Source: an optimization exercise on an open RTL-to-GDS flow (aim: small area, a short achievable clock period and few clock cycles per item). Production flows keep margins and buffers that such runs may drop.
Where RTL was checked, it was by simulation tests only, not by an equivalence proof against the original.
Power figures rest on the tool's default switching activity, not on a simulated workload.

==> run D: inputs <==
// fpu_seq
module fpu_seq (
  input  logic        clk,
  input  logic        reset,
  input  logic        Start,
  input  logic [1:0]  FPUOp,
  input  logic [31:0] SrcA,
  input  logic [31:0] SrcB,
  output logic [31:0] Result,
  output logic        Done,
  output logic        Busy,
  output logic [3:0]  FPUFlags
);
export LEC_CHECK = 0
export CAP_MARGIN = 20
export CORE_MARGIN = 2
export CORE_UTILIZATION = 40
export SETUP_SLACK_MARGIN = 3.0
export SLEW_MARGIN = 20
create_clock -name core_clock -period 11.0 [get_ports {clk}]
run.sh (not shown) runs the stock make flow with config.mk's settings and CLKGATE_MAP_FILE= SYNTH_SCRIPT=/design/flow/synth_recipe.tcl, a recipe that flattens the netlist after the stock synthesis.
==> run Z (differences from run D) <==
--- a/flow/design.v
+++ b/flow/design.v
@@ -1389,155 +1389,162 @@
     lzc25 = 5'd0;
     for (int i = 0; i < 25; i++) begin
       if (v[i]) lzc25 = 5'(24 - i);
     end
   endfunction
   logic [7:0]  w_expA, w_expB;
   logic [23:0] w_manA, w_manB;
   logic [24:0] w_mA, w_mB;
+  logic        w_zeroA, w_zeroB;
   logic        w_isMul;
   logic        w_special;
   assign w_expA    = SrcA[30:23];
   assign w_expB    = SrcB[30:23];
-  assign w_manA    = (w_expA == 8'd0) ? 24'd0 : {1'b1, SrcA[22:0]};
-  assign w_manB    = (w_expB == 8'd0) ? 24'd0 : {1'b1, SrcB[22:0]};
+  assign w_zeroA   = (w_expA == 8'd0);
+  assign w_zeroB   = (w_expB == 8'd0);
+  assign w_manA    = {!w_zeroA, w_zeroA ? 23'd0 : SrcA[22:0]};
+  assign w_manB    = {!w_zeroB, w_zeroB ? 23'd0 : SrcB[22:0]};
   assign w_mA      = {w_manA, 1'b0};
   assign w_mB      = {w_manB, 1'b0};
   assign w_isMul   = (FPUOp == fpu_pkg::OP_FMUL);
   assign w_special = (FPUOp == fpu_pkg::OP_RSVD) ||
                      (w_expA == fpu_pkg::INF_EXP) || (w_expB == fpu_pkg::INF_EXP);
   logic [8:0]  w_dAB, w_dBA;
-  logic        w_expLt, w_expGt;
+  logic        w_expLt, w_expGt, w_expEq;
   logic [7:0]  w_diff;
   logic [7:0]  w_addExp;
   logic        w_sub, w_near;
   assign w_dAB    = {1'b0, w_expA} - {1'b0, w_expB};
   assign w_dBA    = {1'b0, w_expB} - {1'b0, w_expA};
   assign w_expLt  = w_dAB[8];
   assign w_expGt  = w_dBA[8];
+  assign w_expEq  = (w_expA == w_expB);
   assign w_diff   = w_expLt ? w_dBA[7:0] : w_dAB[7:0];
   assign w_addExp = w_expLt ? w_expB : w_expA;
   assign w_sub    = SrcA[31] ^ SrcB[31];
   assign w_near   = w_sub && (w_diff[7:1] == 7'd0);
   logic [24:0] w_big, w_small, w_aligned;
   logic        w_farSign;
   assign w_big     = w_expLt ? w_mB : w_mA;
   assign w_small   = w_expLt ? w_mA : w_mB;
   assign w_aligned = (w_diff >= 8'd26) ? 25'd0 : (w_small >> w_diff[4:0]);
   assign w_farSign = w_expLt ? SrcB[31] : SrcA[31];
   logic [24:0] w_nA, w_nB, w_nearMag;
   logic [25:0] w_dif1, w_dif2;
   logic        w_nearSign;
-  logic [4:0]  w_nearLz;
-  logic [9:0]  w_nearExp;
   logic        w_nearZero;
   assign w_nA       = w_expLt ? (w_mA >> 1) : w_mA;
   assign w_nB       = w_expGt ? (w_mB >> 1) : w_mB;
   assign w_dif1     = {1'b0, w_nA} - {1'b0, w_nB};
   assign w_dif2     = {1'b0, w_nB} - {1'b0, w_nA};
   assign w_nearMag  = w_dif1[25] ? w_dif2[24:0] : w_dif1[24:0];
   assign w_nearSign = w_dif1[25] ? SrcB[31] : SrcA[31];
-  assign w_nearLz   = lzc25(w_nearMag);
-  assign w_nearExp  = {2'b0, w_addExp} - {5'd0, w_nearLz};
-  assign w_nearZero = (w_nearMag == 25'd0) || w_nearExp[9] || (w_nearExp == 10'd0);
+  assign w_nearZero = w_expEq && (w_zeroA || (SrcA[22:0] == SrcB[22:0]));
   logic [47:0] w_row0, w_row1;
   logic [23:0] w_lowSum;
   logic [9:0]  w_mulExp;
   fpu_mul u_mul (
     .i_a    (w_manA),
     .i_b    (w_manB),
     .o_row0 (w_row0),
     .o_row1 (w_row1)
   );
   assign w_lowSum = {1'b0, w_row0[22:0]} + {1'b0, w_row1[22:0]};
   assign w_mulExp = {2'b0, w_expA} + {2'b0, w_expB} - 10'd126;
   logic        r_done;
   logic [24:0] r_x, r_y;
   logic        r_cin;
-  logic        r_sub;
-  logic        r_mul;
+  logic        r_noCarry;
   logic        r_near;
   logic        r_sign;
   logic [9:0]  r_exp;
-  logic [4:0]  r_lz;
   logic        r_zero;
   logic        r_special;
   always_ff @(posedge clk) begin
     if (!reset) r_done <= 1'b0;
     else        r_done <= Start && (FPUOp != fpu_pkg::OP_NONE);
   end
   always_ff @(posedge clk) begin
     r_special <= w_special;
-    r_lz      <= w_nearLz;
-    r_mul     <= w_isMul;
+    r_noCarry <= w_isMul || w_sub;
     if (w_isMul) begin
       r_x    <= w_row0[47:23];
       r_y    <= w_row1[47:23];
       r_cin  <= w_lowSum[23];
-      r_sub  <= 1'b0;
       r_near <= 1'b0;
       r_sign <= w_sub;
       r_exp  <= w_mulExp;
-      r_zero <= (w_expA == 8'd0) || (w_expB == 8'd0);
+      r_zero <= w_zeroA || w_zeroB;
     end else if (w_near) begin
       r_x    <= w_nearMag;
-      r_y    <= w_aligned;
+      r_y    <= ~w_aligned;
       r_cin  <= 1'b1;
-      r_sub  <= 1'b1;
       r_near <= 1'b1;
       r_sign <= w_nearSign;
-      r_exp  <= w_nearExp;
+      r_exp  <= {2'b0, w_addExp};
       r_zero <= w_nearZero;
     end else begin
       r_x    <= w_big;
-      r_y    <= w_aligned;
+      r_y    <= w_sub ? ~w_aligned : w_aligned;
       r_cin  <= w_sub;
-      r_sub  <= w_sub;
       r_near <= 1'b0;
       r_sign <= w_farSign;
       r_exp  <= {2'b0, w_addExp};
-      r_zero <= (w_expA == 8'd0) && (w_expB == 8'd0);
+      r_zero <= w_zeroA && w_zeroB;
     end
   end
+  logic [26:0] w_sumC;
   logic [25:0] w_sum;
+  logic        w_selR, w_sel0, w_selL;
+  logic [9:0]  w_expR, w_exp0, w_expL;
+  assign w_sumC = {1'b0, r_x, 1'b1} + {1'b0, r_y, r_cin};
+  assign w_sum  = w_sumC[26:1];
+  assign w_selR = w_sum[25] && !r_noCarry;
+  assign w_sel0 = !w_selR && w_sum[24];
+  assign w_selL = !w_selR && !w_sum[24];
+  assign w_expR = r_exp + 10'd1;
+  assign w_exp0 = r_exp;
+  assign w_expL = r_exp - 10'd1;
+  function automatic logic isInf(input logic [9:0] e);
+    isInf = !e[9] && (e[8:0] >= 9'd255);
+  endfunction
+  function automatic logic isLow(input logic [9:0] e);
+    isLow = e[9] || (e == 10'd0);
+  endfunction
+  logic [22:0] w_farFrac;
+  logic [7:0]  w_farExp;
+  logic        w_farInf, w_farLow;
+  assign w_farFrac = ({23{w_selR}} & w_sum[24:2]) |
+                     ({23{w_sel0}} & w_sum[23:1]) |
+                     ({23{w_selL}} & w_sum[22:0]);
+  assign w_farExp  = ({8{w_selR}} & w_expR[7:0]) |
+                     ({8{w_sel0}} & w_exp0[7:0]) |
+                     ({8{w_selL}} & w_expL[7:0]);
+  assign w_farInf  = (w_selR && isInf(w_expR)) || (w_sel0 && isInf(w_exp0)) ||
+                     (w_selL && isInf(w_expL));
+  assign w_farLow  = (w_selR && isLow(w_expR)) || (w_sel0 && isLow(w_exp0)) ||
+                     (w_selL && isLow(w_expL));
+  logic [4:0]  w_lz;
   logic [24:0] w_nearNorm;
+  logic [9:0]  w_nearExp;
+  assign w_lz       = lzc25(r_x);
+  assign w_nearNorm = r_x << w_lz;
+  assign w_nearExp  = r_exp - {5'd0, w_lz};
   logic [22:0] w_frac;
-  logic [9:0]  w_exp;
+  logic [7:0]  w_expF;
+  logic        w_inf, w_zero;
   logic [31:0] w_result;
-  logic        w_ovf;
-  assign w_sum      = {1'b0, r_x} + ({1'b0, r_y} ^ {26{r_sub}}) + {25'd0, r_cin};
-  assign w_nearNorm = r_x << r_lz;
+  assign w_frac = r_near ? w_nearNorm[23:1] : w_farFrac;
+  assign w_expF = r_near ? w_nearExp[7:0] : w_farExp;
+  assign w_inf  = !r_near && w_farInf;
+  assign w_zero = r_zero || (r_near ? isLow(w_nearExp) : w_farLow);
   always_comb begin
-    if (r_near) begin
-      w_frac = w_nearNorm[23:1];
-      w_exp  = r_exp;
-    end else if (w_sum[25] && !r_mul) begin
-      w_frac = w_sum[24:2];
-      w_exp  = r_exp + 10'd1;
-    end else if (w_sum[24]) begin
-      w_frac = w_sum[23:1];
-      w_exp  = r_exp;
-    end else begin
-      w_frac = w_sum[22:0];
-      w_exp  = r_exp - 10'd1;
-    end
-  end
-  always_comb begin
-    w_result = 32'd0;
-    w_ovf    = 1'b0;
-    if (r_special) begin
-      w_result = fpu_pkg::QNAN;
-      w_ovf    = 1'b1;
-    end else if (r_zero || w_exp[9] || (w_exp == 10'd0)) begin
-      w_result = 32'd0;
-    end else if (w_exp[8:0] >= 9'd255) begin
-      w_result = {r_sign, fpu_pkg::INF_EXP, 23'd0};
-      w_ovf    = 1'b1;
-    end else begin
-      w_result = {r_sign, w_exp[7:0], w_frac};
-    end
+    if (r_special)   w_result = fpu_pkg::QNAN;
+    else if (w_zero) w_result = 32'd0;
+    else if (w_inf)  w_result = {r_sign, fpu_pkg::INF_EXP, 23'd0};
+    else             w_result = {r_sign, w_expF, w_frac};
   end
   assign Result   = w_result;
-  assign FPUFlags = {w_result[31], (w_result[30:0] == 31'd0), 1'b0, w_ovf};
+  assign FPUFlags = {w_result[31], !r_special && w_zero, 1'b0, r_special || (!w_zero && w_inf)};
   assign Done     = r_done;
   assign Busy     = 1'b0;
 endmodule
- SETUP_SLACK_MARGIN: 3.0 -> 4.0
==> qor summary <==
quantity	run Z	run D
Outcome	no timing/DRC/antenna violations	no timing/DRC/antenna violations
Stages on the worst setup path	18	36
Adder-cell area share of the yosys netlist	27.3%	27.1%
Fraction of post-synthesis cell area in the top cell type by area	19.1%	19.2%
Synth unique cells	100	96
Count of inserted antenna diode cells	2	3
Worst ir drop on vdd	0.751 mV	0.642 mV
Clock buffer cells	10	9
CP max-delay cell	sky130_fd_sc_hd__clkdlybuf4s50_1	sky130_fd_sc_hd__or4_4
Wire length on met1	44500 um	46200 um
Internal	3.72 mW	3.83 mW
Max incr delay on CP	0.87 ns	0.57 ns
FF+latch count	67	73
Layout non-clock buf frac	9.68%	10.1%
Fmax	134 MHz	111 MHz
Fraction of the mapped netlist area in compound gates	24.0%	24.8%
Instance count after placement with tap cells included	4250	4364
Flip-flop and latch share of the layout cell area	4.36%	4.64%
CP Data Required Time	11.24 ns	11.29 ns
Testbench counts of run Z, summed over its fixed seeds: cycles 3,200, ops 3,200.
The RTL of run D was laid out without a check of its function.


==> inputs of v17 <==
Another version of the RTL of fpu_seq (not shown whole).
clock: 11.0 ns
lec_check: 0
cap_margin: 20
core_margin: 2
core_utilization: 40
slew_margin: 20
==> v15 (differences from v17) <==
--- a/flow/design.v
+++ b/flow/design.v
@@ -1639,162 +1639,122 @@
   input  logic [1:0]  FPUOp,
   input  logic [31:0] SrcA,
   input  logic [31:0] SrcB,
   output logic [31:0] Result,
   output logic        Done,
   output logic        Busy,
   output logic [3:0]  FPUFlags
 );
-  function automatic logic [4:0] lzc25(input logic [24:0] v);
-    lzc25 = 5'd0;
-    for (int i = 0; i < 25; i++) begin
-      if (v[i]) lzc25 = 5'(24 - i);
-    end
-  endfunction
   logic [7:0]  w_expA, w_expB;
   logic [23:0] w_manA, w_manB;
-  logic [24:0] w_mA, w_mB;
   logic        w_isMul;
   logic        w_special;
   assign w_expA    = SrcA[30:23];
   assign w_expB    = SrcB[30:23];
   assign w_manA    = (w_expA == 8'd0) ? 24'd0 : {1'b1, SrcA[22:0]};
   assign w_manB    = (w_expB == 8'd0) ? 24'd0 : {1'b1, SrcB[22:0]};
-  assign w_mA      = {w_manA, 1'b0};
-  assign w_mB      = {w_manB, 1'b0};
   assign w_isMul   = (FPUOp == fpu_pkg::OP_FMUL);
   assign w_special = (FPUOp == fpu_pkg::OP_RSVD) ||
                      (w_expA == fpu_pkg::INF_EXP) || (w_expB == fpu_pkg::INF_EXP);
   logic [8:0]  w_dAB, w_dBA;
-  logic        w_expLt, w_expGt;
+  logic        w_expLt, w_expEq, w_swap;
   logic [7:0]  w_diff;
+  logic [24:0] w_big, w_small, w_aligned;
   logic [7:0]  w_addExp;
-  logic        w_sub, w_near;
+  logic        w_addSign, w_sub;
   assign w_dAB    = {1'b0, w_expA} - {1'b0, w_expB};
   assign w_dBA    = {1'b0, w_expB} - {1'b0, w_expA};
   assign w_expLt  = w_dAB[8];
-  assign w_expGt  = w_dBA[8];
+  assign w_expEq  = (w_expA == w_expB);
+  assign w_swap   = w_expLt || (w_expEq && (SrcA[22:0] < SrcB[22:0]));
   assign w_diff   = w_expLt ? w_dBA[7:0] : w_dAB[7:0];
-  assign w_addExp = w_expLt ? w_expB : w_expA;
-  assign w_sub    = SrcA[31] ^ SrcB[31];
-  assign w_near   = w_sub && (w_diff[7:1] == 7'd0);
-  logic [24:0] w_big, w_small, w_aligned;
-  logic        w_farSign;
-  assign w_big     = w_expLt ? w_mB : w_mA;
-  assign w_small   = w_expLt ? w_mA : w_mB;
+  assign w_big    = w_swap ? {w_manB, 1'b0} : {w_manA, 1'b0};
+  assign w_small  = w_swap ? {w_manA, 1'b0} : {w_manB, 1'b0};
   assign w_aligned = (w_diff >= 8'd26) ? 25'd0 : (w_small >> w_diff[4:0]);
-  assign w_farSign = w_expLt ? SrcB[31] : SrcA[31];
-  logic [24:0] w_nA, w_nB, w_nearMag;
-  logic [25:0] w_dif1, w_dif2;
-  logic        w_nearSign;
-  logic [4:0]  w_nearLz;
-  logic [9:0]  w_nearExp;
-  logic        w_nearZero;
-  assign w_nA       = w_expLt ? (w_mA >> 1) : w_mA;
-  assign w_nB       = w_expGt ? (w_mB >> 1) : w_mB;
-  assign w_dif1     = {1'b0, w_nA} - {1'b0, w_nB};
-  assign w_dif2     = {1'b0, w_nB} - {1'b0, w_nA};
-  assign w_nearMag  = w_dif1[25] ? w_dif2[24:0] : w_dif1[24:0];
-  assign w_nearSign = w_dif1[25] ? SrcB[31] : SrcA[31];
-  assign w_nearLz   = lzc25(w_nearMag);
-  assign w_nearExp  = {2'b0, w_addExp} - {5'd0, w_nearLz};
-  assign w_nearZero = (w_nearMag == 25'd0) || w_nearExp[9] || (w_nearExp == 10'd0);
+  assign w_addExp  = w_swap ? w_expB : w_expA;
+  assign w_addSign = w_swap ? SrcB[31] : SrcA[31];
+  assign w_sub     = SrcA[31] ^ SrcB[31];
   logic [47:0] w_row0, w_row1;
   logic [23:0] w_lowSum;
   logic [9:0]  w_mulExp;
   fpu_mul u_mul (
     .i_a    (w_manA),
     .i_b    (w_manB),
     .o_row0 (w_row0),
     .o_row1 (w_row1)
   );
   assign w_lowSum = {1'b0, w_row0[22:0]} + {1'b0, w_row1[22:0]};
   assign w_mulExp = {2'b0, w_expA} + {2'b0, w_expB} - 10'd126;
   logic        r_done;
   logic [24:0] r_x, r_y;
   logic        r_cin;
   logic        r_sub;
-  logic        r_near;
   logic        r_sign;
   logic [9:0]  r_exp;
-  logic [4:0]  r_lz;
-  logic        r_zero;
   logic        r_special;
   always_ff @(posedge clk) begin
     if (!reset) r_done <= 1'b0;
     else        r_done <= Start && (FPUOp != fpu_pkg::OP_NONE);
   end
   always_ff @(posedge clk) begin
     r_special <= w_special;
-    r_lz      <= w_nearLz;
     if (w_isMul) begin
       r_x    <= w_row0[47:23];
       r_y    <= w_row1[47:23];
       r_cin  <= w_lowSum[23];
       r_sub  <= 1'b0;
-      r_near <= 1'b0;
-      r_sign <= w_sub;
+      r_sign <= SrcA[31] ^ SrcB[31];
       r_exp  <= w_mulExp;
-      r_zero <= (w_expA == 8'd0) || (w_expB == 8'd0);
-    end else if (w_near) begin
-      r_x    <= w_nearMag;
-      r_y    <= w_aligned;
-      r_cin  <= 1'b1;
-      r_sub  <= 1'b1;
-      r_near <= 1'b1;
-      r_sign <= w_nearSign;
-      r_exp  <= w_nearExp;
-      r_zero <= w_nearZero;
     end else begin
       r_x    <= w_big;
       r_y    <= w_aligned;
       r_cin  <= w_sub;
       r_sub  <= w_sub;
-      r_near <= 1'b0;
-      r_sign <= w_farSign;
+      r_sign <= w_addSign;
       r_exp  <= {2'b0, w_addExp};
-      r_zero <= (w_expA == 8'd0) && (w_expB == 8'd0);
     end
   end
   logic [25:0] w_sum;
-  logic [24:0] w_nearNorm;
-  logic [22:0] w_frac;
+  logic [4:0]  w_lz;
+  logic [24:0] w_norm;
   logic [9:0]  w_exp;
   logic [31:0] w_result;
   logic        w_ovf;
-  assign w_sum      = {1'b0, r_x} + ({1'b0, r_y} ^ {26{r_sub}}) + {25'd0, r_cin};
-  assign w_nearNorm = r_x << r_lz;
+  function automatic logic [4:0] lzc25(input logic [24:0] v);
+    lzc25 = 5'd0;
+    for (int i = 0; i < 25; i++) begin
+      if (v[i]) lzc25 = 5'(24 - i);
+    end
+  endfunction
+  assign w_sum = {1'b0, r_x} + ({1'b0, r_y} ^ {26{r_sub}}) + {25'd0, r_cin};
+  assign w_lz  = lzc25(w_sum[24:0]);
   always_comb begin
-    if (r_near) begin
-      w_frac = w_nearNorm[23:1];
-      w_exp  = r_exp;
-    end else if (w_sum[25]) begin
-      w_frac = w_sum[24:2];
+    if (w_sum[25]) begin
+      w_norm = w_sum[25:1];
       w_exp  = r_exp + 10'd1;
-    end else if (w_sum[24]) begin
-      w_frac = w_sum[23:1];
-      w_exp  = r_exp;
     end else begin
-      w_frac = w_sum[22:0];
-      w_exp  = r_exp - 10'd1;
+      w_norm = w_sum[24:0] << w_lz;
+      w_exp  = r_exp - {5'd0, w_lz};
     end
   end
   always_comb begin
     w_result = 32'd0;
     w_ovf    = 1'b0;
     if (r_special) begin
       w_result = fpu_pkg::QNAN;
       w_ovf    = 1'b1;
-    end else if (r_zero || w_exp[9] || (w_exp == 10'd0)) begin
+    end else if (w_sum == 26'd0) begin
       w_result = 32'd0;
-    end else if (w_exp[8:0] >= 9'd255) begin
+    end else if (!w_exp[9] && (w_exp[8:0] >= 9'd255)) begin
       w_result = {r_sign, fpu_pkg::INF_EXP, 23'd0};
       w_ovf    = 1'b1;
+    end else if (w_exp[9] || (w_exp == 10'd0)) begin
+      w_result = 32'd0;
     end else begin
-      w_result = {r_sign, w_exp[7:0], w_frac};
+      w_result = {r_sign, w_exp[7:0], w_norm[23:1]};
     end
   end
   assign Result   = w_result;
   assign FPUFlags = {w_result[31], (w_result[30:0] == 31'd0), 1'b0, w_ovf};
   assign Done     = r_done;
   assign Busy     = 1'b0;
 endmodule
==> metrics.yaml <==
status: "no timing/DRC/antenna violations"
routedWlPerCell_um: 23.85
wl_um: 93040
n_all_inverters: 527
ir_drop_v: 0.0004260
fin_nets: 3737
The numbers above come from v15.

==> metrics.yaml <==
drc_errors: 0
wl_um: 105900
fin_nets: 4391
ir_drop_v: 0.0002867
n_all_inverters: 566
clock_buffer_count: 10
routedWlPerCell_um: 22.80
power_leader: "combinational logic"
seq_cell_count: 72
status: "no timing/DRC/antenna violations"
The numbers above come from v17.

Testbench counts of v17, summed over its fixed seeds: cycles 3,200, ops 3,200.
Testbench counts of v15, summed over its fixed seeds: cycles 3,200, ops 3,200.

-- port drivers added, routing unchanged --
How much do the figures lean on ideal ports? The routed layouts below were timed once more, with nothing changed but the port constraints. Step 1 assumes that a clkbuf_16 drives the clock port and a buf_2 every other input. Step 2 moves the port delays by t, midway between the first and last clock arrival at a register: inputs arrive t later, outputs are due t later. That takes back most of the time a late clock gives input paths. Slacks: ideal / step 1 / step 2; pairs: ideal / step 1.
| run | t (ns) | setup WS [ns] | worst data-port slew with drivers (ns) |
|---|---|---|---|
| run D | 0.380 | 1.964 / 1.957 / 1.578 | 0.09 |
| run Z | 0.427 | 3.515 / 3.513 / 3.086 | 0.10 |
| v17 | 0.388 | 0.581 / 0.607 / 0.219 | 0.04 |
| v15 | 0.364 | 0.551 / 0.510 / 0.798 | 0.06 |
After both steps setup and hold are still met in every run listed. The setup slack of run Z, which loses most, moves by -0.002 ns with the drivers and by -0.429 ns with both steps.
